This design comes from an exercise in tuning for small area, a short achievable clock period and few clock cycles per item on the open sky130 flow, not from production work. RTL that was checked went through simulation tests only; none was proved equivalent to the original. The RTL of runs 1 to 3 was laid out without a check of its function. No activity file was given, so power comes from the tool's default toggle rates.

==> flow/design.v <==
package merge_sort_pkg;
  typedef struct packed {
    logic [32-1:0] key;
    logic [32-1:0] value;
  } record_t;
  typedef struct packed {
    logic [2-1:0] way;
    record_t                        rec;
  } in_beat_t;
endpackage
`timescale 1ns/1ps
module merge_sort_tree (
  input  logic                                   CLK,
  input  logic                                   RST,
  input  logic                                   i_in_valid,
  input  logic [2+32+32-1:0] i_in_beat,
  output wire [(1 << 2)-1:0]   o_way_full,
  input  logic                                   i_out_full,
  output logic [32+32-1:0] o_out_rec,
  output logic                                   o_out_valid
);
  localparam int KW    = 32;
  localparam int REC_W = 32 + 32;
  logic [REC_W-1:0] head [0:3];    
  logic [3:0]       hv;            
  logic [3:0]       sel;           
  logic [3:0]       sel_v;         
  logic             bef [0:3][0:3];  
  logic             full_prev;     
  wire [1:0]       in_way = i_in_beat[REC_W +: 2];
  wire [KW-1:0]    in_key = i_in_beat[REC_W-1 -: KW];
  wire [3:0]       we;
  wire             pop;
  logic [3:0]      in_bef;         
  logic            nb [0:3][0:3];  
  logic [3:0]      sel_nxt;
  logic [3:0]      sel_v_nxt;
  function automatic logic key_before(input logic [KW-1:0] a,
                                      input logic [KW-1:0] b,
                                      input logic          tie);
    logic [31:0] g0, p0;
    logic [15:0] g1, p1;
    logic [7:0]  g2, p2;
    logic [3:0]  g3, p3;
    logic [1:0]  g4, p4;
    g0 = ~a & b;
    p0 = ~a | b;
    for (int i = 0; i < 16; i++) begin
      g1[i] = g0[2*i+1] | (p0[2*i+1] & g0[2*i]);
      p1[i] = p0[2*i+1] & p0[2*i];
    end
    for (int i = 0; i < 8; i++) begin
      g2[i] = g1[2*i+1] | (p1[2*i+1] & g1[2*i]);
      p2[i] = p1[2*i+1] & p1[2*i];
    end
    for (int i = 0; i < 4; i++) begin
      g3[i] = g2[2*i+1] | (p2[2*i+1] & g2[2*i]);
      p3[i] = p2[2*i+1] & p2[2*i];
    end
    for (int i = 0; i < 2; i++) begin
      g4[i] = g3[2*i+1] | (p3[2*i+1] & g3[2*i]);
      p4[i] = p3[2*i+1] & p3[2*i];
    end
    key_before = g4[1] | (p4[1] & (g4[0] | (p4[0] & tie)));
  endfunction
  assign pop = (&hv) & !full_prev;
  for (genvar w = 0; w < 4; w++) begin : g_we
    assign we[w] = i_in_valid && (in_way == w);
    assign o_way_full[w] = hv[w] && !(pop && sel[w]);
  end
  always_comb begin
    o_out_rec = '0;
    for (int w = 0; w < 4; w++) begin
      if (sel[w])   o_out_rec[REC_W-1 -: KW] = o_out_rec[REC_W-1 -: KW] | head[w][REC_W-1 -: KW];
      if (sel_v[w]) o_out_rec[REC_W-KW-1:0]  = o_out_rec[REC_W-KW-1:0]  | head[w][REC_W-KW-1:0];
    end
  end
  assign o_out_valid = pop;
  always_comb begin
    for (int j = 0; j < 4; j++) begin
      in_bef[j] = key_before(in_key, head[j][REC_W-1 -: KW], in_way > j);
    end
  end
  always_comb begin
    for (int i = 0; i < 4; i++) begin
      nb[i][i] = 1'b1;
      for (int j = i + 1; j < 4; j++) begin
        if (we[i])      nb[i][j] = in_bef[j];
        else if (we[j]) nb[i][j] = !in_bef[i];
        else            nb[i][j] = bef[i][j];
        nb[j][i] = !nb[i][j];
      end
    end
    for (int i = 0; i < 4; i++) begin
      sel_nxt[i] = 1'b1;
      for (int j = 0; j < 4; j++) begin
        if (j != i) sel_nxt[i] = sel_nxt[i] & nb[i][j];
      end
    end
  end
  always_comb begin
    for (int i = 0; i < 4; i++) begin
      logic win_in, win_old, win_keep;
      win_in   = we[i];
      win_old  = 1'b0;
      win_keep = !(|we);
      for (int j = 0; j < 4; j++) begin
        if (j != i) begin
          logic rest;
          win_in   = win_in & in_bef[j];
          win_keep = win_keep & ((i < j) ? bef[i][j] : !bef[j][i]);
          rest = we[j];
          for (int k = 0; k < 4; k++) begin
            if (k != i && k != j) rest = rest & ((i < k) ? bef[i][k] : !bef[k][i]);
          end
          win_old = win_old | rest;
        end
      end
      sel_v_nxt[i] = win_in | (win_old & !in_bef[i]) | win_keep;
    end
  end
  always_ff @(posedge CLK) begin
    for (int w = 0; w < 4; w++) begin
      if (we[w]) head[w] <= i_in_beat[REC_W-1:0];
    end
    for (int i = 0; i < 4; i++) begin
      for (int j = i + 1; j < 4; j++) begin
        bef[i][j] <= nb[i][j];
      end
    end
    sel       <= sel_nxt;
    sel_v     <= sel_v_nxt;
    full_prev <= i_out_full;
  end
  always_ff @(posedge CLK) begin
    if (RST) begin
      hv <= '0;
    end else begin
      hv <= we | (hv & ~({4{pop}} & sel));
    end
  end
endmodule
==> flow/flow/run.sh <==
#!/bin/bash
# The standard layout with two changes to how it is made:
# - the port buffers are plain buf_1 cells instead of the default delay
#   buffer (every port still gets its buffer);
# - slow gates (wide and/or stacks and similar) are added to the platform's
#   don't-use list, so synthesis and repair pick faster cells.
# The platform's own don't-use cells stay on the list.
set -euo pipefail
PLATFORM_DONT_USE="sky130_fd_sc_hd__probe_p_8 sky130_fd_sc_hd__probec_p_8 sky130_fd_sc_hd__lpflow_bleeder_1 sky130_fd_sc_hd__lpflow_clkbufkapwr_1 sky130_fd_sc_hd__lpflow_clkbufkapwr_16 sky130_fd_sc_hd__lpflow_clkbufkapwr_2 sky130_fd_sc_hd__lpflow_clkbufkapwr_4 sky130_fd_sc_hd__lpflow_clkbufkapwr_8 sky130_fd_sc_hd__lpflow_clkinvkapwr_1 sky130_fd_sc_hd__lpflow_clkinvkapwr_16 sky130_fd_sc_hd__lpflow_clkinvkapwr_2 sky130_fd_sc_hd__lpflow_clkinvkapwr_4 sky130_fd_sc_hd__lpflow_clkinvkapwr_8 sky130_fd_sc_hd__lpflow_decapkapwr_12 sky130_fd_sc_hd__lpflow_decapkapwr_3 sky130_fd_sc_hd__lpflow_decapkapwr_4 sky130_fd_sc_hd__lpflow_decapkapwr_6 sky130_fd_sc_hd__lpflow_decapkapwr_8 sky130_fd_sc_hd__lpflow_inputiso0n_1 sky130_fd_sc_hd__lpflow_inputiso0p_1 sky130_fd_sc_hd__lpflow_inputiso1n_1 sky130_fd_sc_hd__lpflow_inputiso1p_1 sky130_fd_sc_hd__lpflow_inputisolatch_1 sky130_fd_sc_hd__lpflow_isobufsrc_1 sky130_fd_sc_hd__lpflow_isobufsrc_16 sky130_fd_sc_hd__lpflow_isobufsrc_2 sky130_fd_sc_hd__lpflow_isobufsrc_4 sky130_fd_sc_hd__lpflow_isobufsrc_8 sky130_fd_sc_hd__lpflow_isobufsrckapwr_16 sky130_fd_sc_hd__lpflow_lsbuf_lh_hl_isowell_tap_1 sky130_fd_sc_hd__lpflow_lsbuf_lh_hl_isowell_tap_2 sky130_fd_sc_hd__lpflow_lsbuf_lh_hl_isowell_tap_4 sky130_fd_sc_hd__lpflow_lsbuf_lh_isowell_4 sky130_fd_sc_hd__lpflow_lsbuf_lh_isowell_tap_1 sky130_fd_sc_hd__lpflow_lsbuf_lh_isowell_tap_2 sky130_fd_sc_hd__lpflow_lsbuf_lh_isowell_tap_4"
SLOW_GATES="sky130_fd_sc_hd__a2111o_1 sky130_fd_sc_hd__a2111o_2 sky130_fd_sc_hd__a2111o_4 sky130_fd_sc_hd__a2111oi_0 sky130_fd_sc_hd__a2111oi_1 sky130_fd_sc_hd__a2111oi_2 sky130_fd_sc_hd__a2111oi_4 sky130_fd_sc_hd__a222oi_1 sky130_fd_sc_hd__a2bb2o_1 sky130_fd_sc_hd__a2bb2o_2 sky130_fd_sc_hd__a2bb2o_4 sky130_fd_sc_hd__a2bb2oi_1 sky130_fd_sc_hd__a2bb2oi_2 sky130_fd_sc_hd__a2bb2oi_4 sky130_fd_sc_hd__a311o_1 sky130_fd_sc_hd__a311o_2 sky130_fd_sc_hd__a311o_4 sky130_fd_sc_hd__a311oi_1 sky130_fd_sc_hd__a311oi_2 sky130_fd_sc_hd__a311oi_4 sky130_fd_sc_hd__a32o_1 sky130_fd_sc_hd__a32o_2 sky130_fd_sc_hd__a32o_4 sky130_fd_sc_hd__a32oi_1 sky130_fd_sc_hd__a32oi_2 sky130_fd_sc_hd__a32oi_4 sky130_fd_sc_hd__a41o_1 sky130_fd_sc_hd__a41o_2 sky130_fd_sc_hd__a41o_4 sky130_fd_sc_hd__a41oi_1 sky130_fd_sc_hd__a41oi_2 sky130_fd_sc_hd__a41oi_4 sky130_fd_sc_hd__and4_1 sky130_fd_sc_hd__and4_2 sky130_fd_sc_hd__and4_4 sky130_fd_sc_hd__and4b_1 sky130_fd_sc_hd__and4b_2 sky130_fd_sc_hd__and4b_4 sky130_fd_sc_hd__and4bb_1 sky130_fd_sc_hd__and4bb_2 sky130_fd_sc_hd__and4bb_4 sky130_fd_sc_hd__nand4_1 sky130_fd_sc_hd__nand4_2 sky130_fd_sc_hd__nand4_4 sky130_fd_sc_hd__nand4b_1 sky130_fd_sc_hd__nand4b_2 sky130_fd_sc_hd__nand4b_4 sky130_fd_sc_hd__nand4bb_1 sky130_fd_sc_hd__nand4bb_2 sky130_fd_sc_hd__nand4bb_4 sky130_fd_sc_hd__nor4_1 sky130_fd_sc_hd__nor4_2 sky130_fd_sc_hd__nor4_4 sky130_fd_sc_hd__nor4b_1 sky130_fd_sc_hd__nor4b_2 sky130_fd_sc_hd__nor4b_4 sky130_fd_sc_hd__nor4bb_1 sky130_fd_sc_hd__nor4bb_2 sky130_fd_sc_hd__nor4bb_4 sky130_fd_sc_hd__o2111a_1 sky130_fd_sc_hd__o2111a_2 sky130_fd_sc_hd__o2111a_4 sky130_fd_sc_hd__o2111ai_1 sky130_fd_sc_hd__o2111ai_2 sky130_fd_sc_hd__o2111ai_4 sky130_fd_sc_hd__o2bb2a_1 sky130_fd_sc_hd__o2bb2a_2 sky130_fd_sc_hd__o2bb2a_4 sky130_fd_sc_hd__o2bb2ai_1 sky130_fd_sc_hd__o2bb2ai_2 sky130_fd_sc_hd__o2bb2ai_4 sky130_fd_sc_hd__o311a_1 sky130_fd_sc_hd__o311a_2 sky130_fd_sc_hd__o311a_4 sky130_fd_sc_hd__o311ai_0 sky130_fd_sc_hd__o311ai_1 sky130_fd_sc_hd__o311ai_2 sky130_fd_sc_hd__o311ai_4 sky130_fd_sc_hd__o32a_1 sky130_fd_sc_hd__o32a_2 sky130_fd_sc_hd__o32a_4 sky130_fd_sc_hd__o32ai_1 sky130_fd_sc_hd__o32ai_2 sky130_fd_sc_hd__o32ai_4 sky130_fd_sc_hd__o41a_1 sky130_fd_sc_hd__o41a_2 sky130_fd_sc_hd__o41a_4 sky130_fd_sc_hd__o41ai_1 sky130_fd_sc_hd__o41ai_2 sky130_fd_sc_hd__o41ai_4 sky130_fd_sc_hd__or4_1 sky130_fd_sc_hd__or4_2 sky130_fd_sc_hd__or4_4 sky130_fd_sc_hd__or4b_1 sky130_fd_sc_hd__or4b_2 sky130_fd_sc_hd__or4b_4 sky130_fd_sc_hd__or4bb_1 sky130_fd_sc_hd__or4bb_2 sky130_fd_sc_hd__or4bb_4  sky130_fd_sc_hd__a211o_1 sky130_fd_sc_hd__a211o_2 sky130_fd_sc_hd__a211o_4 sky130_fd_sc_hd__a211oi_1 sky130_fd_sc_hd__a211oi_2 sky130_fd_sc_hd__a211oi_4 sky130_fd_sc_hd__a21bo_1 sky130_fd_sc_hd__a21bo_2 sky130_fd_sc_hd__a21bo_4 sky130_fd_sc_hd__a21boi_0 sky130_fd_sc_hd__a21boi_1 sky130_fd_sc_hd__a21boi_2 sky130_fd_sc_hd__a21boi_4 sky130_fd_sc_hd__a221o_1 sky130_fd_sc_hd__a221o_2 sky130_fd_sc_hd__a221o_4 sky130_fd_sc_hd__a221oi_1 sky130_fd_sc_hd__a221oi_2 sky130_fd_sc_hd__a221oi_4 sky130_fd_sc_hd__and3_1 sky130_fd_sc_hd__and3_2 sky130_fd_sc_hd__and3_4 sky130_fd_sc_hd__and3b_1 sky130_fd_sc_hd__and3b_2 sky130_fd_sc_hd__and3b_4 sky130_fd_sc_hd__nor3_1 sky130_fd_sc_hd__nor3_2 sky130_fd_sc_hd__nor3_4 sky130_fd_sc_hd__nor3b_1 sky130_fd_sc_hd__nor3b_2 sky130_fd_sc_hd__nor3b_4 sky130_fd_sc_hd__o211a_1 sky130_fd_sc_hd__o211a_2 sky130_fd_sc_hd__o211a_4 sky130_fd_sc_hd__o211ai_1 sky130_fd_sc_hd__o211ai_2 sky130_fd_sc_hd__o211ai_4 sky130_fd_sc_hd__o21ba_1 sky130_fd_sc_hd__o21ba_2 sky130_fd_sc_hd__o21ba_4 sky130_fd_sc_hd__o21bai_1 sky130_fd_sc_hd__o21bai_2 sky130_fd_sc_hd__o21bai_4 sky130_fd_sc_hd__o221a_1 sky130_fd_sc_hd__o221a_2 sky130_fd_sc_hd__o221a_4 sky130_fd_sc_hd__o221ai_1 sky130_fd_sc_hd__o221ai_2 sky130_fd_sc_hd__o221ai_4 sky130_fd_sc_hd__o22a_1 sky130_fd_sc_hd__o22a_2 sky130_fd_sc_hd__o22a_4 sky130_fd_sc_hd__o22ai_1 sky130_fd_sc_hd__o22ai_2 sky130_fd_sc_hd__o22ai_4 sky130_fd_sc_hd__or3_1 sky130_fd_sc_hd__or3_2 sky130_fd_sc_hd__or3_4 sky130_fd_sc_hd__or3b_1 sky130_fd_sc_hd__or3b_2 sky130_fd_sc_hd__or3b_4  sky130_fd_sc_hd__a31o_1 sky130_fd_sc_hd__a31o_2 sky130_fd_sc_hd__a31o_4 sky130_fd_sc_hd__a31oi_1 sky130_fd_sc_hd__a31oi_2 sky130_fd_sc_hd__a31oi_4 sky130_fd_sc_hd__a32o_1 sky130_fd_sc_hd__a32o_2 sky130_fd_sc_hd__a32o_4 sky130_fd_sc_hd__a32oi_1 sky130_fd_sc_hd__a32oi_2 sky130_fd_sc_hd__a32oi_4 sky130_fd_sc_hd__maj3_1 sky130_fd_sc_hd__maj3_2 sky130_fd_sc_hd__maj3_4 sky130_fd_sc_hd__o31a_1 sky130_fd_sc_hd__o31a_2 sky130_fd_sc_hd__o31a_4 sky130_fd_sc_hd__o31ai_1 sky130_fd_sc_hd__o31ai_2 sky130_fd_sc_hd__o31ai_4 sky130_fd_sc_hd__o32a_1 sky130_fd_sc_hd__o32a_2 sky130_fd_sc_hd__o32a_4 sky130_fd_sc_hd__o32ai_1 sky130_fd_sc_hd__o32ai_2 sky130_fd_sc_hd__o32ai_4 "
bash standard.sh "BUFFER_PORTS_ARGS=-buffer_cell sky130_fd_sc_hd__buf_1" \
  "DONT_USE_CELLS=$PLATFORM_DONT_USE $SLOW_GATES" finish > flow_make.log 2>&1
==> flow/standard.sh <==
#!/bin/bash
# synth_recipe.tcl (not shown) runs the flow's synth.tcl, then flattens the netlist and writes it again
# the make line also repeats each setting of config.mk as NAME=value (left out here)
make -C /OpenROAD-flow-scripts/flow DESIGN_CONFIG=/design/flow/config.mk WORK_HOME=/design/flow/orfs CLKGATE_MAP_FILE= SYNTH_SCRIPT=/design/flow/synth_recipe.tcl "${@:-finish}"
==> flow/config.mk <==
export PLATFORM = sky130hd
export DESIGN_NAME = merge_sort_tree
export DESIGN_NICKNAME = merge_sort_tree
export VERILOG_FILES = /design/flow/design.v
export SDC_FILE = /design/flow/constraint.sdc
export NUM_CORES = 4
export LEC_CHECK = 0
export CAP_MARGIN = 20
export CORE_MARGIN = 2
export CORE_UTILIZATION = 55
export CTS_BUF_LIST = sky130_fd_sc_hd__clkbuf_8
export CTS_CLUSTER_DIAMETER = 60
export CTS_CLUSTER_SIZE = 16
export SETUP_SLACK_MARGIN = 2.1
export SLEW_MARGIN = 20
==> flow/constraint.sdc <==
create_clock -name core_clock -period 4.5 [get_ports {CLK}]
set_input_delay 0.9000 -clock core_clock [delete_from_list [all_inputs] [get_ports {CLK}]]
set_output_delay 0.9000 -clock core_clock [all_outputs]
set_load 0.01 [all_outputs]
==> metrics.csv, run 1 <==
stage,metric,value,unit
setup_path,path_cells,buf_1 > nand3_1 > clkinvlp_2,
sta,hold_viol_final,0,
drt,vias,8874,
run_status,status,timing/DRC/antenna clean,
layout,stdcell_count,1513,
logic_synthesis,synth_cells,1041,
floorplanning,die_w,153.2,um
clocking,ctsHoldBuffers,0,
placement,dp.cells,1440,
sta,setup_viol,0,
global_routing,grt_pass1_wl,46.58,mm
logic_synthesis,synth_cell_types,29,
logic_synthesis,avgSynthCellArea,11.76,um^2
placement,dp_hpwl,18.79,mm
power,vdd_drop_max,305.7,uV
job,drv_cap,0,
logic_synthesis,synth_area,12240,um^2
setup_path,slowest_stage,clkinvlp_2,
floorplanning,die_y,153.2,um
drt,routedWlPerCell,20.66,um
setup_path,critPathTopFamily,buffers and inverters,
clocking,htree_levels,1,
clocking,cts_max_path_buffers,3,
clocking,cts_buffers,24,
setup_path,crit_required,4.49,ns
logic_synthesis,yosysWarningCount,4,
logic_synthesis,ys_seq_elements,275,
sta,fin_skew,0.03257,ns
setup_path,path_buf_inv,2,
global_routing,grt_antenna_before_repair,0,
layout,area_growth,21.50,%
global_routing,grt_util_all_layers,0.2534,
floorplanning,core_area,21820,um^2
placement,gp_congestion,0.8771,
logic_synthesis,synth_nets,1111,
clocking,cts_tree,done,
sta,fmax,0.4033,GHz
setup_path,cp.arrival,2.47,ns
power,total_leakage_power,0.005481,uW
sta,finalCritPeriodShare,0.5510,
sta,rsz0062_at_grt,yes,
layout,fin_nets,1285,
sta,slew_violations,0,
global_routing,grt_overflow_total,0,
drt,routed_wl,31.26,mm
worst_hold_path,hold_path.class,input pin to register,
clocking,cts.clk_slew.worst_paths,0.09,ns
drt,first_pass_iters,5,
sta,setup_tns,0,ns
layout,antennaDiodeCount,0,
layout,drive_above_1_share,0.2506,
floorplanning,fp-row-count,54,
clocking,cts.sinks,275,
setup_path,critical_path_class,input pin to register,
placement,io_buffers,138,
setup_path,critical_path_peak_fanout,14,
sta,min_period,2.479,ns
drt,drc_errors,0,
drt,ant_nets,0,
drt,first_iter_violations,659,
floorplanning,die-area,23460,um^2
sta,slew_headroom,0.2842,
logic_synthesis,yosysSeqAreaShare,0.6592,
power,powerDensity,381.5,nW/um^2
global_routing,grt_max_degree,43,
setup_path,cp-end-kind,register,
floorplanning,io_pins,139,
setup_path,max_stage_delay,0.95,ns
setup_path,cp-start-kind,input pin,
floorplanning,initial_core_util,0.5608,
drt,viasPerCell,5.865,
layout,final_core_util,0.6814,
clocking,cts_root_buffer,clkbuf_8,
clocking,clk_latency,0.59,ns
sta,worst_slew_pin_slew,1.068,ns
global_routing,grt_pass1_vias,8523,
[Yosys cell counts]
library cell | instances | share of area
a21o_1 | 15 | 0.0092
or2_2 | 1 | 0.00051
inv_2 | 1 | 0.00031
buf_2 | 4 | 0.0016
nand2_1 | 115 | 0.035
o21a_1 | 11 | 0.0067
a22oi_2 | 2 | 0.0020
nor2_1 | 65 | 0.020
nand2b_1 | 71 | 0.036
and2b_1 | 3 | 0.0018
clkbuf_2 | 1 | 0.00041
dfxtp_1 | 19 | 0.031
o21ai_2 | 2 | 0.0014
o21ai_0 | 61 | 0.025
and2_1 | 4 | 0.0020
nand3_1 | 37 | 0.015
a21oi_1 | 76 | 0.031
nor2b_1 | 21 | 0.011
inv_1 | 64 | 0.020
or2_1 | 3 | 0.0015
clkbuf_1 | 28 | 0.0086
o21ai_4 | 2 | 0.0027
or2b_1 | 4 | 0.0025
a22oi_1 | 157 | 0.096
nor2_2 | 1 | 0.00051
nand3b_1 | 4 | 0.0025
o21ai_1 | 7 | 0.0029
a22o_1 | 6 | 0.0043
edfxtp_1 | 256 | 0.63
[logic make-up (layout without fill, tap and decap cells)]
group,Yosys count,in the layout,share of synthesized area
AO/OA/AOI/OAI,339,339,0.1816
buffers and inverters,98,290,0.03057
flip-flops,275,275,0.6592
AND/OR/NAND/NOR,329,329,0.1287
[cell usage in the layout (no fill, tap or decap), types with 6 or more instances in the layout]
| cell type | netlist | routed |
|---|---|---|
| o21ai_0 | 61 | 51 |
| clkbuf_2 | 1 | 43 |
| a22o_1 | 6 | 6 |
| a22oi_2 | 2 | 87 |
| clkbuf_8 | 0 | 25 |
| edfxtp_1 | 256 | 256 |
| clkbuf_4 | 0 | 11 |
| nor2_1 | 65 | 58 |
| buf_1 | 0 | 48 |
| o21ai_1 | 7 | 12 |
| nand2_1 | 115 | 111 |
| dfxtp_4 | 0 | 8 |
| o21a_1 | 11 | 11 |
| a21oi_1 | 76 | 67 |
| buf_12 | 0 | 12 |
| buf_4 | 0 | 17 |
| buf_2 | 4 | 32 |
| inv_1 | 64 | 71 |
| a21o_1 | 15 | 15 |
| nand2b_1 | 71 | 69 |
| nand3_1 | 37 | 32 |
| o21ai_2 | 2 | 6 |
| dfxtp_1 | 19 | 8 |
| nor2b_1 | 21 | 19 |
| buf_6 | 0 | 8 |
| a22oi_1 | 157 | 72 |
| a21oi_2 | 0 | 9 |
[metal layers]
metal	GRT usage	routed length [um]
met5	0	0
met4	0.08862	995
met3	0.04650	1980
met2	0.4126	14870
met1	0.3460	13410
[worst paths after layout]
check,slack (ns),end,cells past startpoint,start
worst min register to register,0.52,bef[2]$_DFF_P_,2,bef[2]$_DFF_P_
worst max register to register,2.21,sel[2]$_DFF_P_,11,head[2][61]$_DFFE_PP_
worst max-delay path,2.02,head[3][39]$_DFFE_PP_,3,i_in_valid
worst min-delay path,0.45,full_prev$_DFF_P_,1,i_out_full
[report_power, final]
part | switching [uW] | total (uW) | leakage [uW] | internal, uW
clock | 849 | 1440 | 0.000279 | 595
sequential | 103 | 3050 | 0.00252 | 2950
combinational | 684 | 1180 | 0.00269 | 494
total | 1640 | 5670 | 0.00548 | 4040
[cell type report]
cell class | count | area (um^2)
Sequential cell | 275 | 8102
Fill cell | 1627 | 6953
Multi-Input combinational cell | 668 | 4402
Timing Repair Buffer | 179 | 1281
Tap cell | 280 | 350.3
Clock buffer | 25 | 344.1
Inverter | 65 | 251.5
Clock inverter | 19 | 130.1
Timing Repair inverter | 2 | 10.01
[flip-flops by register name, summed over array words and instances (netlist names)]
| register | count |
|---|---|
| hv | 4 |
| sel | 4 |
| sel_v | 4 |
| full_prev | 1 |
| bef | 6 |
| head | 256 |
[stage by stage]
stage          hold WS, ns  setup WS [ns]  cell area [um^2]  total power, uW
6_report            0.4462          2.021             14870             5673
5_1_grt             0.4346          1.991             14870             5902
4_1_cts             0.4261          2.028             14170             5540
3_5_place_dp        0.4887          1.026             13190             3990
3_3_place_gp        0.4815          1.157             13190             3983
2_1_floorplan       0.4579          1.747             12330             3624
[what timing repair did]
action | 4_1_cts | 5_1_grt
setup endpoints to repair | 182 | 115
gates resized for setup | 118 | 176
cloned | 3 | 5
setup buffers | 12 | 9
pin swaps | 6 | 34
hold endpoints to repair | 0 | 0
==> inputs of run 2 (changes only) <==
==> flow/flow/run.sh (replaced) <==
#!/bin/bash
# The standard layout with two changes to how it is made:
# - the port buffers are plain buf_1 cells instead of the default delay
#   buffer (every port still gets its buffer);
# - slow gates (wide and/or stacks and similar) are added to the platform's
#   don't-use list, so synthesis and repair pick faster cells.
# The platform's own don't-use cells stay on the list.
set -euo pipefail
PLATFORM_DONT_USE="sky130_fd_sc_hd__probe_p_8 sky130_fd_sc_hd__probec_p_8 sky130_fd_sc_hd__lpflow_bleeder_1 sky130_fd_sc_hd__lpflow_clkbufkapwr_1 sky130_fd_sc_hd__lpflow_clkbufkapwr_16 sky130_fd_sc_hd__lpflow_clkbufkapwr_2 sky130_fd_sc_hd__lpflow_clkbufkapwr_4 sky130_fd_sc_hd__lpflow_clkbufkapwr_8 sky130_fd_sc_hd__lpflow_clkinvkapwr_1 sky130_fd_sc_hd__lpflow_clkinvkapwr_16 sky130_fd_sc_hd__lpflow_clkinvkapwr_2 sky130_fd_sc_hd__lpflow_clkinvkapwr_4 sky130_fd_sc_hd__lpflow_clkinvkapwr_8 sky130_fd_sc_hd__lpflow_decapkapwr_12 sky130_fd_sc_hd__lpflow_decapkapwr_3 sky130_fd_sc_hd__lpflow_decapkapwr_4 sky130_fd_sc_hd__lpflow_decapkapwr_6 sky130_fd_sc_hd__lpflow_decapkapwr_8 sky130_fd_sc_hd__lpflow_inputiso0n_1 sky130_fd_sc_hd__lpflow_inputiso0p_1 sky130_fd_sc_hd__lpflow_inputiso1n_1 sky130_fd_sc_hd__lpflow_inputiso1p_1 sky130_fd_sc_hd__lpflow_inputisolatch_1 sky130_fd_sc_hd__lpflow_isobufsrc_1 sky130_fd_sc_hd__lpflow_isobufsrc_16 sky130_fd_sc_hd__lpflow_isobufsrc_2 sky130_fd_sc_hd__lpflow_isobufsrc_4 sky130_fd_sc_hd__lpflow_isobufsrc_8 sky130_fd_sc_hd__lpflow_isobufsrckapwr_16 sky130_fd_sc_hd__lpflow_lsbuf_lh_hl_isowell_tap_1 sky130_fd_sc_hd__lpflow_lsbuf_lh_hl_isowell_tap_2 sky130_fd_sc_hd__lpflow_lsbuf_lh_hl_isowell_tap_4 sky130_fd_sc_hd__lpflow_lsbuf_lh_isowell_4 sky130_fd_sc_hd__lpflow_lsbuf_lh_isowell_tap_1 sky130_fd_sc_hd__lpflow_lsbuf_lh_isowell_tap_2 sky130_fd_sc_hd__lpflow_lsbuf_lh_isowell_tap_4"
SLOW_GATES="sky130_fd_sc_hd__a2111o_1 sky130_fd_sc_hd__a2111o_2 sky130_fd_sc_hd__a2111o_4 sky130_fd_sc_hd__a2111oi_0 sky130_fd_sc_hd__a2111oi_1 sky130_fd_sc_hd__a2111oi_2 sky130_fd_sc_hd__a2111oi_4 sky130_fd_sc_hd__a222oi_1 sky130_fd_sc_hd__a2bb2o_1 sky130_fd_sc_hd__a2bb2o_2 sky130_fd_sc_hd__a2bb2o_4 sky130_fd_sc_hd__a2bb2oi_1 sky130_fd_sc_hd__a2bb2oi_2 sky130_fd_sc_hd__a2bb2oi_4 sky130_fd_sc_hd__a311o_1 sky130_fd_sc_hd__a311o_2 sky130_fd_sc_hd__a311o_4 sky130_fd_sc_hd__a311oi_1 sky130_fd_sc_hd__a311oi_2 sky130_fd_sc_hd__a311oi_4 sky130_fd_sc_hd__a32o_1 sky130_fd_sc_hd__a32o_2 sky130_fd_sc_hd__a32o_4 sky130_fd_sc_hd__a32oi_1 sky130_fd_sc_hd__a32oi_2 sky130_fd_sc_hd__a32oi_4 sky130_fd_sc_hd__a41o_1 sky130_fd_sc_hd__a41o_2 sky130_fd_sc_hd__a41o_4 sky130_fd_sc_hd__a41oi_1 sky130_fd_sc_hd__a41oi_2 sky130_fd_sc_hd__a41oi_4 sky130_fd_sc_hd__and4_1 sky130_fd_sc_hd__and4_2 sky130_fd_sc_hd__and4_4 sky130_fd_sc_hd__and4b_1 sky130_fd_sc_hd__and4b_2 sky130_fd_sc_hd__and4b_4 sky130_fd_sc_hd__and4bb_1 sky130_fd_sc_hd__and4bb_2 sky130_fd_sc_hd__and4bb_4 sky130_fd_sc_hd__nand4_1 sky130_fd_sc_hd__nand4_2 sky130_fd_sc_hd__nand4_4 sky130_fd_sc_hd__nand4b_1 sky130_fd_sc_hd__nand4b_2 sky130_fd_sc_hd__nand4b_4 sky130_fd_sc_hd__nand4bb_1 sky130_fd_sc_hd__nand4bb_2 sky130_fd_sc_hd__nand4bb_4 sky130_fd_sc_hd__nor4_1 sky130_fd_sc_hd__nor4_2 sky130_fd_sc_hd__nor4_4 sky130_fd_sc_hd__nor4b_1 sky130_fd_sc_hd__nor4b_2 sky130_fd_sc_hd__nor4b_4 sky130_fd_sc_hd__nor4bb_1 sky130_fd_sc_hd__nor4bb_2 sky130_fd_sc_hd__nor4bb_4 sky130_fd_sc_hd__o2111a_1 sky130_fd_sc_hd__o2111a_2 sky130_fd_sc_hd__o2111a_4 sky130_fd_sc_hd__o2111ai_1 sky130_fd_sc_hd__o2111ai_2 sky130_fd_sc_hd__o2111ai_4 sky130_fd_sc_hd__o2bb2a_1 sky130_fd_sc_hd__o2bb2a_2 sky130_fd_sc_hd__o2bb2a_4 sky130_fd_sc_hd__o2bb2ai_1 sky130_fd_sc_hd__o2bb2ai_2 sky130_fd_sc_hd__o2bb2ai_4 sky130_fd_sc_hd__o311a_1 sky130_fd_sc_hd__o311a_2 sky130_fd_sc_hd__o311a_4 sky130_fd_sc_hd__o311ai_0 sky130_fd_sc_hd__o311ai_1 sky130_fd_sc_hd__o311ai_2 sky130_fd_sc_hd__o311ai_4 sky130_fd_sc_hd__o32a_1 sky130_fd_sc_hd__o32a_2 sky130_fd_sc_hd__o32a_4 sky130_fd_sc_hd__o32ai_1 sky130_fd_sc_hd__o32ai_2 sky130_fd_sc_hd__o32ai_4 sky130_fd_sc_hd__o41a_1 sky130_fd_sc_hd__o41a_2 sky130_fd_sc_hd__o41a_4 sky130_fd_sc_hd__o41ai_1 sky130_fd_sc_hd__o41ai_2 sky130_fd_sc_hd__o41ai_4 sky130_fd_sc_hd__or4_1 sky130_fd_sc_hd__or4_2 sky130_fd_sc_hd__or4_4 sky130_fd_sc_hd__or4b_1 sky130_fd_sc_hd__or4b_2 sky130_fd_sc_hd__or4b_4 sky130_fd_sc_hd__or4bb_1 sky130_fd_sc_hd__or4bb_2 sky130_fd_sc_hd__or4bb_4  sky130_fd_sc_hd__a211o_1 sky130_fd_sc_hd__a211o_2 sky130_fd_sc_hd__a211o_4 sky130_fd_sc_hd__a211oi_1 sky130_fd_sc_hd__a211oi_2 sky130_fd_sc_hd__a211oi_4 sky130_fd_sc_hd__a21bo_1 sky130_fd_sc_hd__a21bo_2 sky130_fd_sc_hd__a21bo_4 sky130_fd_sc_hd__a21boi_0 sky130_fd_sc_hd__a21boi_1 sky130_fd_sc_hd__a21boi_2 sky130_fd_sc_hd__a21boi_4 sky130_fd_sc_hd__a221o_1 sky130_fd_sc_hd__a221o_2 sky130_fd_sc_hd__a221o_4 sky130_fd_sc_hd__a221oi_1 sky130_fd_sc_hd__a221oi_2 sky130_fd_sc_hd__a221oi_4 sky130_fd_sc_hd__and3_1 sky130_fd_sc_hd__and3_2 sky130_fd_sc_hd__and3_4 sky130_fd_sc_hd__and3b_1 sky130_fd_sc_hd__and3b_2 sky130_fd_sc_hd__and3b_4 sky130_fd_sc_hd__nor3_1 sky130_fd_sc_hd__nor3_2 sky130_fd_sc_hd__nor3_4 sky130_fd_sc_hd__nor3b_1 sky130_fd_sc_hd__nor3b_2 sky130_fd_sc_hd__nor3b_4 sky130_fd_sc_hd__o211a_1 sky130_fd_sc_hd__o211a_2 sky130_fd_sc_hd__o211a_4 sky130_fd_sc_hd__o211ai_1 sky130_fd_sc_hd__o211ai_2 sky130_fd_sc_hd__o211ai_4 sky130_fd_sc_hd__o21ba_1 sky130_fd_sc_hd__o21ba_2 sky130_fd_sc_hd__o21ba_4 sky130_fd_sc_hd__o21bai_1 sky130_fd_sc_hd__o21bai_2 sky130_fd_sc_hd__o21bai_4 sky130_fd_sc_hd__o221a_1 sky130_fd_sc_hd__o221a_2 sky130_fd_sc_hd__o221a_4 sky130_fd_sc_hd__o221ai_1 sky130_fd_sc_hd__o221ai_2 sky130_fd_sc_hd__o221ai_4 sky130_fd_sc_hd__o22a_1 sky130_fd_sc_hd__o22a_2 sky130_fd_sc_hd__o22a_4 sky130_fd_sc_hd__o22ai_1 sky130_fd_sc_hd__o22ai_2 sky130_fd_sc_hd__o22ai_4 sky130_fd_sc_hd__or3_1 sky130_fd_sc_hd__or3_2 sky130_fd_sc_hd__or3_4 sky130_fd_sc_hd__or3b_1 sky130_fd_sc_hd__or3b_2 sky130_fd_sc_hd__or3b_4 "
bash standard.sh "BUFFER_PORTS_ARGS=-buffer_cell sky130_fd_sc_hd__buf_1" \
  "DONT_USE_CELLS=$PLATFORM_DONT_USE $SLOW_GATES" finish > flow_make.log 2>&1
--- a/flow/config.mk
+++ b/flow/config.mk
@@ -11,5 +11,5 @@
 export CTS_BUF_LIST = sky130_fd_sc_hd__clkbuf_8
 export CTS_CLUSTER_DIAMETER = 60
 export CTS_CLUSTER_SIZE = 16
-export SETUP_SLACK_MARGIN = 2.1
+export SETUP_SLACK_MARGIN = 2.0
 export SLEW_MARGIN = 20
==> run 2 against run 1 <==
Still clean on timing, DRC and antenna; sequential power about the same; synthesized cell count decreased by 4.2%; die area decreased by 0.32%; worst setup slack got worse by 0.011 ns; critical path depth increased by 1; via count decreased by 3.5%; register-to-register slack got worse by 0.14 ns; critical endpoint is now o_out_rec[61]; largest power group unchanged.
==> metrics.csv, run 2 <==
stage,metric,value,unit,change
sta,rsz0062_at_grt,yes,,
logic_synthesis,ys.flop_type,edfxtp_1,,
drt,drc_errors,0,,unchanged
clocking,cts_max_path_buffers,3,,unchanged
power,vdd_drop_max,336.4,uV,+10%
clocking,ctsHoldBuffers,0,,unchanged
placement,placed_area,13130,um^2,-0.42%
global_routing,grt_max_degree,52,,+21%
sta,finalCritPeriodShare,0.5534,,+0.002478
power,powerDensity,398.7,nW/um^2,+4.5%
run_status,status,timing/DRC/antenna clean,,
layout,multi_input_area,4287,um^2,-2.6%
logic_synthesis,synth_area,12200,um^2,-0.33%
logic_synthesis,synth_top_family_by_area,compound AO/OA/AOI/OAI gates,,
logic_synthesis,synth_top_cell_by_area,edfxtp_1,,
logic_synthesis,synthAdderAreaFrac,0.01867,,+0.01867
logic_synthesis,yosysSeqAreaShare,0.6613,,+0.002163
clocking,cts_buffers,25,,+4.2%
drt,first_pass_iters,5,,unchanged
placement,dp_hpwl,18.41,mm,-2.0%
layout,antennaDiodeCount,0,,unchanged
setup_path,critical_path_peak_fanout,23,,+9
logic_synthesis,synth.area.mux_share,0.0008205,,+0.0008205
logic_synthesis,synth_top_area_frac,0.6302,,+0.002061
logic_synthesis,synthTopCellsByCount,"edfxtp_1, a22oi_1, nand2_1, nand2b_1, inv_1",,
setup_path,path_depth,4,,+1
setup_path,startpoint,sel[0]$_DFF_P_,,
sta,setup_viol,0,,unchanged
logic_synthesis,ys_seq_elements,275,,unchanged
setup_path,rr_worst_depth,10,,-1
layout,top_register,head,,
clocking,cts.sinks,275,,unchanged
sta,min_period,2.490,ns,+0.01115 ns
layout,fin_nets,1238,,-3.7%
drt,ant_nets,0,,unchanged
logic_synthesis,synthArstFlopShare,0,,unchanged
sta,hold_viol_final,0,,unchanged
logic_synthesis,yosys-top-cells-area,"edfxtp_1, a22oi_1, nand2b_1",,
job,drv_cap,0,,unchanged
logic_synthesis,synth-edff-count,256,,unchanged
logic_synthesis,synth_nets,1067,,-4.0%
placement,io_buffers,138,,unchanged
clocking,clk_latency,0.58,ns,about the same
layout,largest_reg_flops,256,,unchanged
floorplanning,io_pins,139,,unchanged
setup_path,r2r_setup_slack,2.07,ns,-0.14 ns
clocking,cts_tree,done,,
setup_path,cp-end-kind,primary output,,
drt,routed_wl,30.86,mm,-1.3%
layout,drive_above_1_share,0.2283,,-0.02230
layout,design_area,14660,um^2,-1.4%
logic_synthesis,synth-compound-area-share,0.1664,,-0.01520
sta,fin_skew,0.01960,ns,-0.01297 ns
global_routing,grt_overflow_total,0,,unchanged
logic_synthesis,avgSynthCellArea,12.24,um^2,+4.1%
placement,gp_congestion,0.8361,,-4.7%
setup_path,reg2reg_to,sel_v[3]$_DFF_P_,,
worst_hold_path,whs_path_depth,1,,unchanged
setup_path,path_buf_inv,2,,unchanged
setup_path,cp.arrival,1.59,ns,-0.88 ns
drt,routedWlPerCell,21.03,um,+1.8%
setup_path,cp-start-kind,register,,
floorplanning,die-area,23390,um^2,-0.32%
logic_synthesis,synth-simple-area-share,0.1233,,-0.005424
floorplanning,initial_core_util,0.5590,,-0.001835
layout,final_cell_mix,"edfxtp_1, nand2_1, buf_1",,
setup_path,crit_required,3.60,ns,-0.89 ns
floorplanning,fp-row-count,54,,unchanged
logic_synthesis,yosysMostFrequentCell,edfxtp_1,,
setup_path,max_stage_delay,0.38,ns,-0.57 ns
worst_hold_path,hold_path.class,input pin to register,,
global_routing,grt_pass1_vias,8474,,-0.57%
layout,fillers,1703,,+4.7%
sta,worst_slew_pin_slew,0.7974,ns,-0.2705 ns
drt,first_iter_violations,710,,+7.7%
clocking,htree_levels,1,,unchanged
logic_synthesis,synth_cell_types,38,,+31%
logic_synthesis,synthXorXnorAreaFrac,0,,unchanged
floorplanning,core_area,21820,um^2,unchanged
layout,layout_commonest_cell,edfxtp_1,,
floorplanning,die_w,152.9,um,-0.16%
global_routing,grt_pass1_wl,46.55,mm,about the same
layout,seqCellArea,8093,um^2,-0.11%
drt,vias,8560,,-3.5%
sta,fmax,0.4015,GHz,-0.45%
global_routing,grt_antenna_before_repair,0,,unchanged
setup_path,r2r_start,head[0][53]$_DFFE_PP_,,
logic_synthesis,synth_cells,997,,-4.2%
power,total_leakage_power,0.005281,uW,-3.6%
global_routing,grt_util_all_layers,0.2511,,-0.002324
layout,reg_top3,"head x256, bef x6",,
setup_path,critical_path_class,register to primary output,,
setup_path,slowest_stage,dfxtp_4,,
floorplanning,die_y,152.9,um,-0.16%
setup_path,path_cells,buf_12 > a22oi_2 > nand2_2 > clkbuf_2,,
layout,area_growth,20.17,%,
worst_hold_path,worstHoldStart,i_out_full,,
sta,slew_violations,0,,unchanged
clocking,cts.clk_slew.worst_paths,0.09,ns,about the same
worst_hold_path,holdPathEnd,full_prev$_DFF_P_,,
sta,slew_headroom,0.4672,,+0.1830
drt,viasPerCell,5.835,,-0.51%
logic_synthesis,yosysWarningCount,4,,unchanged
setup_path,critPathTopFamily,flip-flops,,
clocking,cts_root_buffer,clkbuf_8,,
sta,setup_tns,0,ns,unchanged
run 2: changes by cell type after synthesis, moves of 5 or more:
| cell | previous run | this run |
|---|---|---|
| nand3_1 | 37 | 31 |
| nand2_1 | 115 | 96 |
| nand2b_1 | 71 | 76 |
| maj3_1 | 0 | 16 |
| o31ai_1 | 0 | 8 |
| a22oi_1 | 157 | 146 |
| nor2_1 | 65 | 59 |
| a21o_1 | 15 | 7 |
| maj3_2 | 0 | 6 |
| o21ai_0 | 61 | 47 |
| or2b_1 | 4 | 10 |
| a31oi_1 | 0 | 6 |
| a21oi_1 | 76 | 54 |
run 2: cell families after synthesis:
logic type,count (synthesis)
AND/OR/NAND/NOR,305
AO/OA/AOI/OAI,300
flip-flops,275
buffers and inverters,94
adder cells (fa/ha/maj),22
multiplexers,1
run 2: report_power, final:
group / switching (uW) / total [uW] / internal (uW)
registers: 98.8 / 3050 / 2950
clock network: 898 / 1630 / 729
logic: 693 / 1170 / 479
total: 1690 / 5850 / 4160
run 2: metrics by stage:
| stage | total power (uW) | utilization | setup slack (ns) | instances | hold slack [ns] |
|---|---|---|---|---|---|
| 6_report | 5845 | 0.6718 | 2.010 | 1467 | 0.4332 |
| 3_3_place_gp | 4008 | 0.6017 | 1.265 | 1399 | 0.4395 |
| 4_1_cts | 5687 | 0.6383 | 1.991 | 1458 | 0.4108 |
| 3_5_place_dp | 4019 | 0.6017 | 1.198 | 1399 | 0.4446 |
| 5_1_grt | 6093 | 0.6718 | 1.942 | 1467 | 0.4216 |
| 2_1_floorplan | 3635 | - | 1.782 | 997 | 0.4252 |
run 2: final cells by class:
| type | instances | area share |
|---|---|---|
| Inverter | 64 | 0.01690 |
| Tap cell | 280 | 0.02390 |
| Clock inverter | 21 | 0.01442 |
| Clock buffer | 25 | 0.02347 |
| Timing Repair Buffer | 174 | 0.07690 |
| Multi-Input combinational cell | 628 | 0.2924 |
| Sequential cell | 275 | 0.5520 |
run 2: timing repair:
action                     CTS  global route
gates cloned                 0             6
buffers inserted            13             3
gates resized for setup     43           165
pin swaps                    2            19
setup endpoints to repair   79            79
run 2: worst reg2reg max path, stage by stage, from the launching register on:
cell      delay, ns
edfxtp_1       0.44
nor2b_1        0.17
maj3_2         0.31
maj3_2         0.32
a21oi_1        0.20
nand3_2        0.16
a31oi_4        0.23
o21ai_4        0.11
a21o_2         0.26
nand2b_4       0.08
nor2_1         0.04
run 2: worst max-delay path by stage:
stage | end | slack (ns)
after floorplan | sel[3]$_DFF_P_ | 1.78
after global placement | sel_v[2]$_DFF_P_ | 1.26
after detailed placement | sel[0]$_DFF_P_ | 1.20
after CTS | o_out_rec[61] | 1.99
after global routing | o_out_rec[43] | 1.94
final | o_out_rec[61] | 2.01
run 2: layer usage:
| metal | up-vias | global-route usage | part of all wire |
|---|---|---|---|
| met5 | - | 0 | 0 |
| met4 | 0 | 0.06481 | 0.022 |
| met3 | 47 | 0.04792 | 0.055 |
| met2 | 226 | 0.4286 | 0.50 |
| met1 | 4217 | 0.3342 | 0.42 |
| li1 | 4070 | - | - |
==> inputs of run 3 (changes only) <==
--- a/flow/config.mk
+++ b/flow/config.mk
@@ -11,5 +11,5 @@
 export CTS_BUF_LIST = sky130_fd_sc_hd__clkbuf_8
 export CTS_CLUSTER_DIAMETER = 60
 export CTS_CLUSTER_SIZE = 16
-export SETUP_SLACK_MARGIN = 2.0
+export SETUP_SLACK_MARGIN = 2.2
 export SLEW_MARGIN = 20
==> run 3 against run 2 <==
Clock skew decreased by 0.0043 ns; worst setup slack worse by 0.0055 ns; non-clock buffer count fell by 6; combinational power about the same; worst hold slack got worse by 0.026 ns; critical path type unchanged.
==> metrics.csv, run 3 <==
stage,metric,value,unit,change
sta,worst_slew_pin_slew,0.7779,ns,-0.01945 ns
clocking,cts_root_buffer,clkbuf_8,,
placement,dp.cells,1400,,+0.071%
logic_synthesis,ys_seq_elements,275,,unchanged
clocking,cts_buffers,26,,+4.0%
sta,fin_ws,2.004,ns,-0.005520 ns
global_routing,grt_pass1_vias,8535,,+0.72%
layout,stdcell_count,1463,,-0.27%
drt,vias,8588,,+0.33%
layout,largest_reg_flops,256,,unchanged
clocking,cts.sinks,275,,unchanged
worst_hold_path,whs_path_depth,1,,unchanged
global_routing,grt_overflow_total,0,,unchanged
global_routing,grt_max_degree,47,,-9.6%
logic_synthesis,avgSynthCellArea,12.24,um^2,unchanged
drt,viasPerCell,5.870,,+0.60%
worst_hold_path,hold_path.class,input pin to register,,
global_routing,grt_pass1_wl,47.52,mm,+2.1%
sta,setup_tns,0,ns,unchanged
power,total_leakage_power,0.005322,uW,+0.79%
sta,slew_violations,0,,unchanged
clocking,cts_tree,done,,
placement,dp_hpwl,18.27,mm,-0.80%
layout,top_register,head,,
logic_synthesis,synth_cell_types,38,,unchanged
floorplanning,die_w,152.9,um,unchanged
logic_synthesis,yosysSeqAreaShare,0.6613,,unchanged
floorplanning,fp-row-count,54,,unchanged
sta,rsz0062_at_grt,yes,,
global_routing,grt_antenna_before_repair,0,,unchanged
layout,multi_input_area,4420,um^2,+3.1%
sta,fmax,0.4006,GHz,-0.22%
layout,layout_commonest_cell,edfxtp_1,,
drt,first_iter_violations,581,,-18%
logic_synthesis,synth_cells,997,,unchanged
logic_synthesis,synthTopCellsByCount,"edfxtp_1, a22oi_1, nand2_1, nand2b_1, inv_1",,
floorplanning,initial_core_util,0.5590,,unchanged
layout,fin_nets,1233,,-0.40%
setup_path,crit_required,3.60,ns,about the same
placement,preCtsSetupSlack,1.142,ns,-0.05626 ns
sta,setup_viol,0,,unchanged
drt,drc_errors,0,,unchanged
run_status,status,timing/DRC/antenna clean,,
sta,min_period,2.496,ns,+0.005520 ns
logic_synthesis,yosys-top-cells-area,"edfxtp_1, a22oi_1, nand2b_1",,
drt,routed_wl,30.71,mm,-0.48%
logic_synthesis,synthArstFlopShare,0,,unchanged
logic_synthesis,ys.flop_type,edfxtp_1,,
layout,drive_above_1_share,0.2587,,+0.03036
global_routing,grt_util_met3,0.05075,,+0.002835
layout,final_cell_mix,"edfxtp_1, nand2_1, a22oi_1",,
floorplanning,die-area,23390,um^2,unchanged
drt,ant_nets,0,,unchanged
power,vdd_drop_max,339.4,uV,+0.88%
sta,slew_headroom,0.4802,,+0.01300
layout,antennaDiodeCount,0,,unchanged
logic_synthesis,synth_nets,1067,,unchanged
logic_synthesis,synth_area,12200,um^2,unchanged
setup_path,critical_path_class,register to primary output,,
logic_synthesis,synth_top_cell_by_area,edfxtp_1,,
global_routing,busiest_layer,met2,,
layout,area_growth,21.58,%,
floorplanning,core_area,21820,um^2,unchanged
clocking,cts.clk_slew.worst_paths,0.09,ns,about the same
setup_path,cp-start-kind,register,,
sta,fin_skew,0.01531,ns,-0.004288 ns
floorplanning,io_pins,139,,unchanged
layout,final_core_util,0.6796,,+0.007855
setup_path,cp-end-kind,primary output,,
global_routing,grt_util_all_layers,0.2588,,+0.007685
sta,finalCritPeriodShare,0.5547,,+0.001227
clocking,clk_latency,0.59,ns,about the same
drt,routedWlPerCell,20.99,um,-0.21%
global_routing,use_met2,0.4324,,+0.003844
global_routing,grt_use_met1,0.3530,,+0.01881
clocking,ctsHoldBuffers,0,,unchanged
drt,first_pass_iters,5,,unchanged
setup_path,rr_worst_depth,11,,+1
layout,fillers,1680,,-1.4%
logic_synthesis,synth_top_area_frac,0.6302,,unchanged
sta,hold_viol_final,0,,unchanged
job,drv_cap,0,,unchanged
logic_synthesis,yosysWarningCount,4,,unchanged
floorplanning,die_y,152.9,um,unchanged
logic_synthesis,yosysMostFrequentCell,edfxtp_1,,
layout,seqCellArea,8103,um^2,+0.12%
power,powerDensity,398.2,nW/um^2,-0.12%
logic_synthesis,synth-edff-count,256,,unchanged
layout,reg_top3,"head x256, bef x6",,
placement,io_buffers,138,,unchanged
placement,gp_congestion,0.8318,,-0.51%
clocking,htree_levels,1,,unchanged
setup_path,cp.arrival,1.60,ns,about the same
clocking,cts_max_path_buffers,3,,unchanged
setup_path,critical_path_peak_fanout,20,,-13%
## run 3: cell counts after synthesis
No cell type changed its count.
## run 3: critical path: stages (launching register included)
cell and delay (ns):
dfxtp_4 0.38, buf_12 0.17, a22oi_2 0.17, nand2_1 0.12, buf_2 0.16
## run 3: timing repair
action / 4_1_cts / 5_1_grt
endpoints found under the setup margin: 128 / 80
resized for setup: 165 / 98
pin swaps: 20 / 36
gates cloned: 6 / 0
setup buffers: 5 / 4
## run 3: area by class of cell
class | count | share of cell area
multi-input combinational | 628 | 0.2980
tap | 280 | 0.02362
clock inverter | 22 | 0.01594
inverter | 64 | 0.01755
clock buffer | 26 | 0.02413
sequential | 275 | 0.5463
timing repair buffer | 168 | 0.07441
## run 3: metal layers
layer | share of wire | vias up
li1 | - | 4063
met1 | 0.42 | 4211
met2 | 0.49 | 263
met3 | 0.064 | 51
met4 | 0.025 | 0
met5 | 0 | -
## run 3: per-stage QoR
stage	hold slack, ns	power [uW]	cell area, um^2
global placement	0.4367	4008	13150
CTS	0.3757	5858	14450
global route	0.4027	6160	14830
floorplan	0.4252	3637	12280
finish	0.4071	5906	14830
detailed placement	0.4492	4019	13150
## run 3: worst paths after layout
kind                         start                 to  slack [ns]
max                 sel[0]$_DFF_P_      o_out_rec[61]        2.00
min                     i_out_full  full_prev$_DFF_P_        0.41
max reg2reg  head[3][48]$_DFFE_PP_     sel[2]$_DFF_P_        2.17
min reg2reg        bef[11]$_DFF_P_    bef[11]$_DFF_P_        0.52
## run 3: cell families after synthesis
group / count (synthesis) / share of synthesized area
simple gates: 305 / 0.1233
compound gates: 300 / 0.1664
flops: 275 / 0.6613
buf+inv: 94 / 0.02954
fa+ha+maj: 22 / 0.01867
mux: 1 / 0.0008205
## run 3: report_power, final
part	switching, uW	internal (uW)	total, uW
Combinational	702	483	1190
Clock	922	755	1680
Sequential	96.5	2950	3040
Total	1720	4190	5910
==> inputs of run 4 (changes only) <==
--- a/flow/design.v
+++ b/flow/design.v
@@ -24,7 +24,6 @@
   logic [REC_W-1:0] head [0:3];    
   logic [3:0]       hv;            
   logic [3:0]       sel;           
-  logic [3:0]       sel_v;         
   logic             bef [0:3][0:3];  
   logic             full_prev;     
   wire [1:0]       in_way = i_in_beat[REC_W +: 2];
@@ -34,7 +33,6 @@
   logic [3:0]      in_bef;         
   logic            nb [0:3][0:3];  
   logic [3:0]      sel_nxt;
-  logic [3:0]      sel_v_nxt;
   function automatic logic key_before(input logic [KW-1:0] a,
                                       input logic [KW-1:0] b,
                                       input logic          tie);
@@ -71,8 +69,7 @@
   always_comb begin
     o_out_rec = '0;
     for (int w = 0; w < 4; w++) begin
-      if (sel[w])   o_out_rec[REC_W-1 -: KW] = o_out_rec[REC_W-1 -: KW] | head[w][REC_W-1 -: KW];
-      if (sel_v[w]) o_out_rec[REC_W-KW-1:0]  = o_out_rec[REC_W-KW-1:0]  | head[w][REC_W-KW-1:0];
+      if (sel[w]) o_out_rec = o_out_rec | head[w];
     end
   end
   assign o_out_valid = pop;
@@ -98,27 +95,6 @@
       end
     end
   end
-  always_comb begin
-    for (int i = 0; i < 4; i++) begin
-      logic win_in, win_old, win_keep;
-      win_in   = we[i];
-      win_old  = 1'b0;
-      win_keep = !(|we);
-      for (int j = 0; j < 4; j++) begin
-        if (j != i) begin
-          logic rest;
-          win_in   = win_in & in_bef[j];
-          win_keep = win_keep & ((i < j) ? bef[i][j] : !bef[j][i]);
-          rest = we[j];
-          for (int k = 0; k < 4; k++) begin
-            if (k != i && k != j) rest = rest & ((i < k) ? bef[i][k] : !bef[k][i]);
-          end
-          win_old = win_old | rest;
-        end
-      end
-      sel_v_nxt[i] = win_in | (win_old & !in_bef[i]) | win_keep;
-    end
-  end
   always_ff @(posedge CLK) begin
     for (int w = 0; w < 4; w++) begin
       if (we[w]) head[w] <= i_in_beat[REC_W-1:0];
@@ -129,7 +105,6 @@
       end
     end
     sel       <= sel_nxt;
-    sel_v     <= sel_v_nxt;
     full_prev <= i_out_full;
   end
   always_ff @(posedge CLK) begin
--- a/flow/config.mk
+++ b/flow/config.mk
@@ -11,5 +11,5 @@
 export CTS_BUF_LIST = sky130_fd_sc_hd__clkbuf_8
 export CTS_CLUSTER_DIAMETER = 60
 export CTS_CLUSTER_SIZE = 16
-export SETUP_SLACK_MARGIN = 2.2
+export SETUP_SLACK_MARGIN = 1.9
 export SLEW_MARGIN = 20
==> run 4 against run 3 <==
Still clean; register-to-register slack got worse by 0.05 ns; area after synthesis decreased by 1.6%; final cell count decreased by 2.1%; sequential share of layout area increased by 4.2 points; fmax decreased by 0.71%; via count decreased by 2.7%; combinational power decreased by 16%; clock skew increased by 0.0044 ns; first-iteration DRC count increased by 9.8%; synthesized cell count decreased by 1.4%; non-clock buffer count decreased by 5.
==> metrics.csv, run 4 <==
stage,metric,value,unit,change
setup_path,cp-start-kind,register,,
drt,first_iter_violations,638,,+9.8%
layout,final_core_util,0.6289,,-0.05075
sta,fmax,0.3978,GHz,-0.71%
sta,setup_tns,0,ns,unchanged
layout,top_register,head,,
sta,min_period,2.514,ns,+0.01774 ns
logic_synthesis,synth_top_cell_by_area,edfxtp_1,,
sta,slew_headroom,0.4206,,-0.05961
clocking,cts.clk_slew.worst_paths,0.10,ns,about the same
setup_path,critical_path_peak_fanout,25,,+25%
global_routing,grt_pass1_wl,44.84,mm,-5.6%
power,pwr-share-clk,0.249,,-0.035
sta,hold_viol_final,0,,unchanged
power,power.switching,1513,uW,-12%
setup_path,max_stage_delay,0.43,ns,+0.05 ns
layout,reg_top3,"head x256, bef x6",,
placement,dp_hpwl,18.30,mm,+0.15%
drt,routedWlPerCell,20.30,um,-3.3%
layout,fillers,1724,,+2.6%
logic_synthesis,synthTopCellsByCount,"edfxtp_1, a22oi_1, nand2_1, nand2b_1, inv_1",,
global_routing,grt_overflow_total,0,,unchanged
power,power_frac_comb,0.189,,-0.012
sta,fin_skew,0.01968,ns,+0.004370 ns
power,seqPwrFrac,0.562,,+0.046
logic_synthesis,synth_nets,1053,,-1.3%
placement,gp_congestion,0.8662,,+4.1%
logic_synthesis,yosysWarningCount,4,,unchanged
placement,io_buffers,138,,unchanged
setup_path,crit_required,3.60,ns,about the same
layout,largest_reg_flops,256,,unchanged
floorplanning,die_w,151.8,um,-0.77%
setup_path,path_cells,buf_8 > a22oi_1 > nand2_1 > buf_1,,
clocking,cts_buffers,22,,-15%
setup_path,cp-end-kind,primary output,,
layout,fin_nets,1208,,-2.0%
placement,preCtsSetupSlack,1.276,ns,+0.1343 ns
layout,drive_above_1_share,0.1024,,-0.1562
global_routing,grt_antenna_before_repair,1,,+1
setup_path,critical_path_class,register to primary output,,
power,total_power,5312,uW,-10%
power,total_leakage_power,0.004838,uW,-9.1%
layout,area_growth,13.25,%,
layout,layout_commonest_cell,edfxtp_1,,
logic_synthesis,avgSynthCellArea,12.21,um^2,-0.18%
logic_synthesis,yosysMostFrequentCell,edfxtp_1,,
job,drv_cap,0,,unchanged
setup_path,path_buf_inv,2,,unchanged
layout,antennaDiodeCount,0,,unchanged
floorplanning,fp-row-count,54,,unchanged
clocking,htree_levels,1,,unchanged
drt,drc_errors,0,,unchanged
layout,final_cell_mix,"edfxtp_1, a22oi_1, buf_1",,
power,switching_share,0.2847,,-0.006433
logic_synthesis,ys.flop_type,edfxtp_1,,
logic_synthesis,synth_cells,983,,-1.4%
clocking,cts_tree,done,,
power,vdd_drop_max,359.7,uV,+6.0%
sta,fin_ws,1.986,ns,-0.01774 ns
logic_synthesis,yosysSeqAreaShare,0.6653,,+0.003944
sta,slew_violations,0,,unchanged
global_routing,grt_pass1_vias,8053,,-5.6%
drt,vias,8359,,-2.7%
layout,seqCellArea,8003,um^2,-1.2%
logic_synthesis,synth_top_area_frac,0.6403,,+0.01011
global_routing,grt_util_all_layers,0.2558,,-0.003006
floorplanning,die-area,23030,um^2,-1.5%
sta,setup_viol,0,,unchanged
logic_synthesis,synthArstFlopShare,0,,unchanged
clocking,cts_max_path_buffers,3,,unchanged
logic_synthesis,yosys-top-cells-area,"edfxtp_1, a22oi_1, nand2b_1",,
setup_path,critPathTopFamily,flip-flops,,
run_status,status,timing/DRC/antenna clean,,
sta,rsz0062_at_grt,yes,,
clocking,ctsHoldBuffers,0,,unchanged
floorplanning,core_area,21620,um^2,-0.93%
floorplanning,die_y,151.8,um,-0.77%
logic_synthesis,ys_seq_elements,271,,-1.5%
sta,worst_slew_pin_slew,0.8671,ns,+0.08921 ns
layout,multi_input_area,3726,um^2,-16%
drt,viasPerCell,5.837,,-0.56%
drt,routed_wl,29.07,mm,-5.3%
drt,first_pass_iters,5,,unchanged
setup_path,slowest_stage,dfxtp_4,,
global_routing,grt_max_degree,54,,+15%
clocking,clk_latency,0.56,ns,-0.03 ns
logic_synthesis,synth-edff-count,256,,unchanged
sta,finalCritPeriodShare,0.5586,,+0.003942
floorplanning,initial_core_util,0.5553,,-0.003671
clocking,cts_root_buffer,clkbuf_8,,
logic_synthesis,synth_area,12010,um^2,-1.6%
power,powerDensity,390.7,nW/um^2,-1.9%
worst_hold_path,hold_path.class,input pin to register,,
floorplanning,io_pins,139,,unchanged
sta,whs,0.4368,ns,+0.02967 ns
power,p_int,3800,uW,-9.2%
drt,ant_nets,0,,unchanged
clocking,cts.sinks,271,,-1.5%
logic_synthesis,synth_cell_types,38,,unchanged
setup_path,cp.arrival,1.61,ns,about the same
## run 4: cell count changes after synthesis, sizes merged, moves of 5 or more
| cell | change |
|---|---|
| buf | +12 |
| a21o | -5 |
| o21ai | -11 |
| clkbuf | -10 |
| nand2 | +9 |
| inv | +6 |
| o31ai | -7 |
| or2b | -11 |
| nor2b | -10 |
## run 4: path summary, 6_finish.rpt
check / from / end / slack [ns] / cells past startpoint
setup reg to reg: head[3][56]$_DFFE_PP_ / sel[2]$_DFF_P_ / 2.12 / 11
hold / removal: i_out_full / full_prev$_DFF_P_ / 0.44 / 1
setup / recovery: sel[3]$_DFF_P_ / o_out_rec[48] / 1.99 / 4
hold reg to reg: bef[11]$_DFF_P_ / bef[11]$_DFF_P_ / 0.48 / 2
## run 4: worst register-to-register path, cell delays in order, from the launching register on
cell and delay, ns:
edfxtp_1 0.43, nor2b_1 0.16, maj3_1 0.36, nand2b_1 0.15
a31oi_1 0.12, o21ai_0 0.19, nor2_1 0.29, a31oi_4 0.07
a22o_1 0.21, a21oi_2 0.14, or2_1 0.14, nor2_2 0.04
## run 4: per-stage QoR
| stage | instances | area [um^2] |
|---|---|---|
| after floorplan | 983 | 12070 |
| after CTS | 1432 | 13510 |
| after detailed placement | 1382 | 12930 |
| after global routing | 1432 | 13600 |
| final | 1432 | 13600 |
| after global placement | 1382 | 12930 |
## run 4: cell type report
type                       instances  area share
clock buffer                      26     0.02632
inverter                          70     0.02015
sequential                       271      0.5886
clock inverter                    12    0.004325
tap                              280     0.02577
timing repair buffer             163     0.06083
multi-input combinational        610      0.2740
## run 4: metal layers
metal  part of all wire  vias to the layer above  global-route usage
met2               0.48                      248              0.4191
li1                   -                     3972                   -
met3              0.064                       34             0.04731
met5            0.00038                        -                   0
met1               0.44                     4103              0.3567
met4              0.019                        2             0.06389
## run 4: cell families after synthesis
logic type | count (synthesis) | synth area share
and+or+nand+nor | 293 | 0.1165
AOI/OAI and AO/OA | 291 | 0.1635
DFF | 271 | 0.6653
buffers and inverters | 102 | 0.03241
adders and majority gates | 25 | 0.02147
muxes | 1 | 0.0008337
## run 4: timing repair
item / 4_1_cts / 5_1_grt
gates resized for setup: 17 / 31
endpoints found under the setup margin: 68 / 17
buffers inserted: 12 / 0
## run 4: power groups by stage
stage / Clock, uW / Combinational (uW) / Sequential [uW]
after detailed placement: 0 / 888 / 3080
final: 1320 / 1000 / 2990
after global routing: 1440 / 1120 / 3000
after CTS: 1360 / 997 / 2980
after global placement: 0 / 886 / 3080
after floorplan: 0 / 588 / 3000
Testbench counts of run 4, summed over its fixed seeds: cycles 25,077, items 24,565.

afterwards: timing with drivers on the ports:
The flow's constraints put no driver on any port. The routed layouts listed below were extracted and timed again, unchanged, in two steps. Step 1 (the two cells are an assumption about what drives the block):
set clk [get_ports {CLK}]
set_driving_cell -lib_cell sky130_fd_sc_hd__clkbuf_16 $clk
set_driving_cell -lib_cell sky130_fd_sc_hd__buf_2 [delete_from_list [all_inputs] $clk]
Step 2 times the ports against the registers' clock, not the clock port: input delays grow and output delays shrink by t, the midpoint of the rising clock arrivals with the driver on. Slacks: ideal / step 1 / step 2; pairs: ideal / step 1.
run	shift t [ns]	slack for setup (ns)	hold WS [ns]
run 1	0.614	2.021 / 1.990 / 1.393	0.446 / 0.427 / 0.520
run 2	0.623	2.010 / 1.964 / 1.510	0.433 / 0.416 / 0.514
run 3	0.627	2.004 / 1.956 / 1.568	0.407 / 0.395 / 0.520
run 4	0.587	1.986 / 1.943 / 1.427	0.437 / 0.418 / 0.482
After both steps every run listed still meets setup and hold. The setup slack of run 1, which loses most, moves by -0.031 ns with the drivers and by -0.628 ns with both steps.
